What follows belongs to an exercise in optimizing a design on an open flow for small area, a short achievable clock period and few clock cycles per item; a production flow would make more cautious choices.
At most, simulation tests tie the RTL to the original design; equivalence was not proved.

Setup of run a:
Design ifft_core, start of the top module:
module ifft_core #(
    parameter int N     = 16,
    parameter int LOG2N = 4,
    parameter int DW    = 8,
    parameter int TW    = 8
) (
    input  logic          clk,
    input  logic          rst,
    input  logic          in_valid,
    output logic          in_ready,
    input  logic [DW-1:0] in_re,
    input  logic [DW-1:0] in_im,
    output logic          out_valid,
    input  logic          out_ready,
    output logic [DW-1:0] out_re,
    output logic [DW-1:0] out_im,
    output logic          out_last,
    output logic          busy
);
    localparam int C_X03  = 0;    
    localparam int C_S0   = 1;    
    localparam int C_X12  = 2;    
    localparam int C_S1   = 3;    
    localparam int C_K1   = 4;    
    localparam int C_MA2  = 5;    
    localparam int C_H2   = 6;    
    localparam int C_KQ2  = 7;    
    localparam int C_KR2  = 8;    
    localparam int C_S2   = 9;    
    localparam int C_H3   = 10;   
    localparam int C_K3   = 11;   
    localparam int C_S3   = 14;   
    localparam int C_OLST = 15;   
    localparam int C_OSEL = 16;   
    localparam int NC     = 17;
    function automatic logic [NC-1:0] ctl(input logic [3:0] n);
        logic [3:0] t0, m12, t1, t2a, t2m, t2, t3m, t3;
        t0  = n - 4'd7;
        m12 = n - 4'd9;
        t1  = n - 4'd11;
        t2a = n - 4'd14;
        t2m = n - 4'd15;
        t2  = n - 4'd16;
        t3m = n - 4'd22;
        t3  = n - 4'd23;
        ctl = '0;
        ctl[C_X03] = n[3] & ~n[0];
        ctl[C_S0]  = t0[0];
        ctl[C_X12] = m12[2] & ~m12[1];
        ctl[C_S1]  = t1[1];
        ctl[C_K1]  = t1[0];
        ctl[C_MA2] = t2a[2] & t2a[0];
        ctl[C_H2]  = t2m[2];
        ctl[C_KQ2] = t2m[1];
        ctl[C_KR2] = t2m[0];
        ctl[C_S2]  = t2[2];
        ctl[C_H3]  = t3m[3];
        ctl[C_K3 +: 3] = t3m[2:0];
        ctl[C_S3]  = t3[3];
        ctl[C_OLST] = (n == 4'd14);
        ctl[C_OSEL] = (n == 4'd0) || (n >= 4'd15);
    endfunction
    logic          adv_q, in_ready_q, busy_q;
    logic [3:0]    icnt_q, acnt_q;
    logic          ph_q, f0_q, f1_q, f2_q;
  ...
Size in the first run: roughly 2800 cells after synthesis, about 610 flip-flops, roughly 40 I/O pins, roughly 34000 um^2 of cells after synthesis.
==> module ifft_tw2a, before the edit <==
module ifft_tw2a (
    input  logic [7:0] b_re,
    input  logic [7:0] b_im,
    input  logic       mul,
    output logic [9:0] va,
    output logic [9:0] vb
);
    logic [15:0] br, bi, d, s;
    always_comb begin
        br = ifft_pkg::sx(b_re);
        bi = ifft_pkg::sx(b_im);
        d  = ifft_pkg::fadd(br, ~bi, 1'b1);
        s  = ifft_pkg::fadd(br, bi, 1'b0);
        va = mul ? d[9:0] : br[9:0];
        vb = mul ? s[9:0] : bi[9:0];
    end
endmodule
==> module ifft_tw3a, before the edit <==
module ifft_tw3a (
    input  logic [7:0] b_re,
    input  logic [7:0] b_im,
    output logic [8:0] r5,
    output logic [8:0] i5
);
    logic [15:0] br, bi, r, i;
    always_comb begin
        br = ifft_pkg::sx(b_re);
        bi = ifft_pkg::sx(b_im);
        r  = ifft_pkg::fadd(br << 2, br, 1'b0);
        i  = ifft_pkg::fadd(bi << 2, bi, 1'b0);
        r5 = r[10:2];
        i5 = i[10:2];
    end
endmodule
==> module ifft_butterfly, before the edit <==
module ifft_butterfly (
    input  logic [7:0] a_re,
    input  logic [7:0] a_im,
    input  logic [8:0] u_re,
    input  logic [8:0] u_im,
    input  logic       neg,
    input  logic       cz,
    output logic [7:0] y0_re,
    output logic [7:0] y0_im,
    output logic [7:0] y1_re,
    output logic [7:0] y1_im
);
    function automatic logic [7:0] sat9(input logic [8:0] v);
        if (v[8] != v[7]) sat9 = v[8] ? 8'h80 : 8'h7f;
        else              sat9 = v[7:0];
    endfunction
    logic [15:0] s_re, s_im, d_re, d_im;
    logic [7:0]  p_re, m_re;
    always_comb begin
        s_re  = ifft_pkg::fadd(ifft_pkg::sx(a_re), ifft_pkg::sx9(u_re), cz);
        d_re  = ifft_pkg::fadd(ifft_pkg::sx(a_re), ~(ifft_pkg::sx9(u_re)), !cz);
        s_im  = ifft_pkg::fadd(ifft_pkg::sx(a_im), ifft_pkg::sx9(u_im), 1'b0);
        d_im  = ifft_pkg::fadd(ifft_pkg::sx(a_im), ~(ifft_pkg::sx9(u_im)), 1'b1);
        p_re  = sat9(s_re[9:1]);
        m_re  = sat9(d_re[9:1]);
        y0_re = neg ? m_re : p_re;
        y1_re = neg ? p_re : m_re;
        y0_im = sat9(s_im[9:1]);
        y1_im = sat9(d_im[9:1]);
    end
endmodule
export LEC_CHECK = 0
export CAP_MARGIN = 20
export CORE_MARGIN = 2
export CORE_UTILIZATION = 25
export PLACE_DENSITY = 0.45
export SLEW_MARGIN = 20
create_clock -name core_clock -period 15.0 [get_ports {clk}]
standard.sh (not shown) runs the stock make flow with config.mk's settings and CLKGATE_MAP_FILE= SYNTH_SCRIPT=/design/flow/synth_recipe.tcl, a recipe that flattens the netlist after the stock synthesis.
==> flow/flow/run.sh <==
#!/bin/bash
# Standard layout, with timing repair asked to leave SETUP_SLACK_MARGIN ns of
# setup slack at the design's clock (so it works towards a shorter period),
# and a clock tree of smaller buffers without dummy balancing loads.
# The synthesis is the standard one, unchanged. Each step's output goes to a log here.
set -euo pipefail
MARGIN=$(cat flow/margin.txt)
CTS="$(cat flow/cts_args.txt)"
bash standard.sh synth > synth.log 2>&1
bash standard.sh SETUP_SLACK_MARGIN="$MARGIN" CTS_ARGS="$CTS" finish > layout.log 2>&1
==> flow/flow/cts_args.txt <==
-sink_clustering_enable -repair_clock_nets -dont_use_dummy_load -sink_clustering_size 24 -buf_list sky130_fd_sc_hd__clkbuf_8
==> flow/flow/margin.txt <==
10.6
Testbench counts of run a, summed over its fixed seeds: cycles 4,360, frames 256.
The inputs of run b differ from those of run a as listed below.
diff --git a/flow/design.v b/flow/design.v
--- a/flow/design.v
+++ b/flow/design.v
@@ -19,8 +19,15 @@
         logic [16:0] t;
         t = {x, 1'b1} + {y, ci};
         fadd = t[16:1];
     endfunction
+    function automatic logic [15:0] csel(input logic [15:0] x, input logic [15:0] y, input logic ci);
+        logic [15:0] lo, h0, h1;
+        lo   = rca({11'd0, x[4:0]}, {11'd0, y[4:0]}, ci);
+        h0   = rca({5'd0, x[15:5]}, {5'd0, y[15:5]}, 1'b0);
+        h1   = rca({5'd0, x[15:5]}, {5'd0, y[15:5]}, 1'b1);
+        csel = {lo[5] ? h1[10:0] : h0[10:0], lo[4:0]};
+    endfunction
     function automatic logic [15:0] sum4(input logic [15:0] a, input logic [15:0] b,
                                          input logic [15:0] c, input logic [15:0] d,
                                          input logic i1, input logic i2, input logic i3);
         logic [15:0] s1, c1, s2, c2;
@@ -41,10 +48,10 @@
     logic [15:0] br, bi, d, s;
     always_comb begin
         br = ifft_pkg::sx(b_re);
         bi = ifft_pkg::sx(b_im);
-        d  = ifft_pkg::fadd(br, ~bi, 1'b1);
-        s  = ifft_pkg::fadd(br, bi, 1'b0);
+        d  = ifft_pkg::csel(br, ~bi, 1'b1);
+        s  = ifft_pkg::csel(br, bi, 1'b0);
         va = mul ? d[9:0] : br[9:0];
         vb = mul ? s[9:0] : bi[9:0];
     end
 endmodule
@@ -85,10 +92,10 @@
     logic [15:0] br, bi, r, i;
     always_comb begin
         br = ifft_pkg::sx(b_re);
         bi = ifft_pkg::sx(b_im);
-        r  = ifft_pkg::fadd(br << 2, br, 1'b0);
-        i  = ifft_pkg::fadd(bi << 2, bi, 1'b0);
+        r  = ifft_pkg::csel(br << 2, br, 1'b0);
+        i  = ifft_pkg::csel(bi << 2, bi, 1'b0);
         r5 = r[10:2];
         i5 = i[10:2];
     end
 endmodule
@@ -155,12 +162,12 @@
     endfunction
     logic [15:0] s_re, s_im, d_re, d_im;
     logic [7:0]  p_re, m_re;
     always_comb begin
-        s_re  = ifft_pkg::fadd(ifft_pkg::sx(a_re), ifft_pkg::sx9(u_re), cz);
-        d_re  = ifft_pkg::fadd(ifft_pkg::sx(a_re), ~(ifft_pkg::sx9(u_re)), !cz);
-        s_im  = ifft_pkg::fadd(ifft_pkg::sx(a_im), ifft_pkg::sx9(u_im), 1'b0);
-        d_im  = ifft_pkg::fadd(ifft_pkg::sx(a_im), ~(ifft_pkg::sx9(u_im)), 1'b1);
+        s_re  = ifft_pkg::csel(ifft_pkg::sx(a_re), ifft_pkg::sx9(u_re), cz);
+        d_re  = ifft_pkg::csel(ifft_pkg::sx(a_re), ~(ifft_pkg::sx9(u_re)), !cz);
+        s_im  = ifft_pkg::csel(ifft_pkg::sx(a_im), ifft_pkg::sx9(u_im), 1'b0);
+        d_im  = ifft_pkg::csel(ifft_pkg::sx(a_im), ~(ifft_pkg::sx9(u_im)), 1'b1);
         p_re  = sat9(s_re[9:1]);
         m_re  = sat9(d_re[9:1]);
         y0_re = neg ? m_re : p_re;
         y1_re = neg ? p_re : m_re;
### Flow results
- Growth of design area from synthesis to finish: run b > run a
- Relative area of non-clock buffer cells in the final design essentially unchanged between run a and run b.
- The lower number of distinct standard cells referenced by the synthesized netlist came out of run a.
- Looking at setup clock skew after layout, run b sits 39 ps lower than run a does.
- Summary of the comparison: die footprint is lower in run b, relative to run a.
- From run a to run b the numbers moved as follows: number of placed instances with taps included moved down, critical path depth in cells picked up an extra 15, number of nets at the end of the flow decreased by 3.8% relative to the old numbers, weighted congestion reported at the end of routability-driven placement dropped 3.5%.
- The async set-or-reset flop fraction in the synthesized netlist on run b is in line with that on run a.
For run b, only the layout was checked, not whether the RTL still works.

[re-timing with driven ports]
How much do the figures lean on ideal ports? The routed layouts below were timed once more, with nothing changed but the port constraints.
Step 1 sets driving cells, clkbuf_16 on the clock port and buf_2 on the other inputs (assumed; they add their load-dependent delay and slew).
Step 2 times the ports against the registers' clock, not the clock port: input delays grow and output delays shrink by t, the midpoint of the rising clock arrivals with the driver on.
a / b / c = no drivers / after step 1 / after step 2; a / b = the first two.
| run | t, ns | setup slack, ns | latest minus earliest clock arrival (ns) | worst slew at a driven data input, ns |
|---|---|---|---|---|
| run a | 0.811 | 10.522 / 10.457 / 9.879 | 0.164 / 0.163 | 0.05 |
| run b | 0.769 | 10.558 / 10.547 / 10.125 | 0.076 / 0.076 | 0.04 |
After both steps every run listed still meets setup and hold. For run a, which loses most, drivers alone change the setup slack by -0.065 ns; drivers and shift together by -0.643 ns.
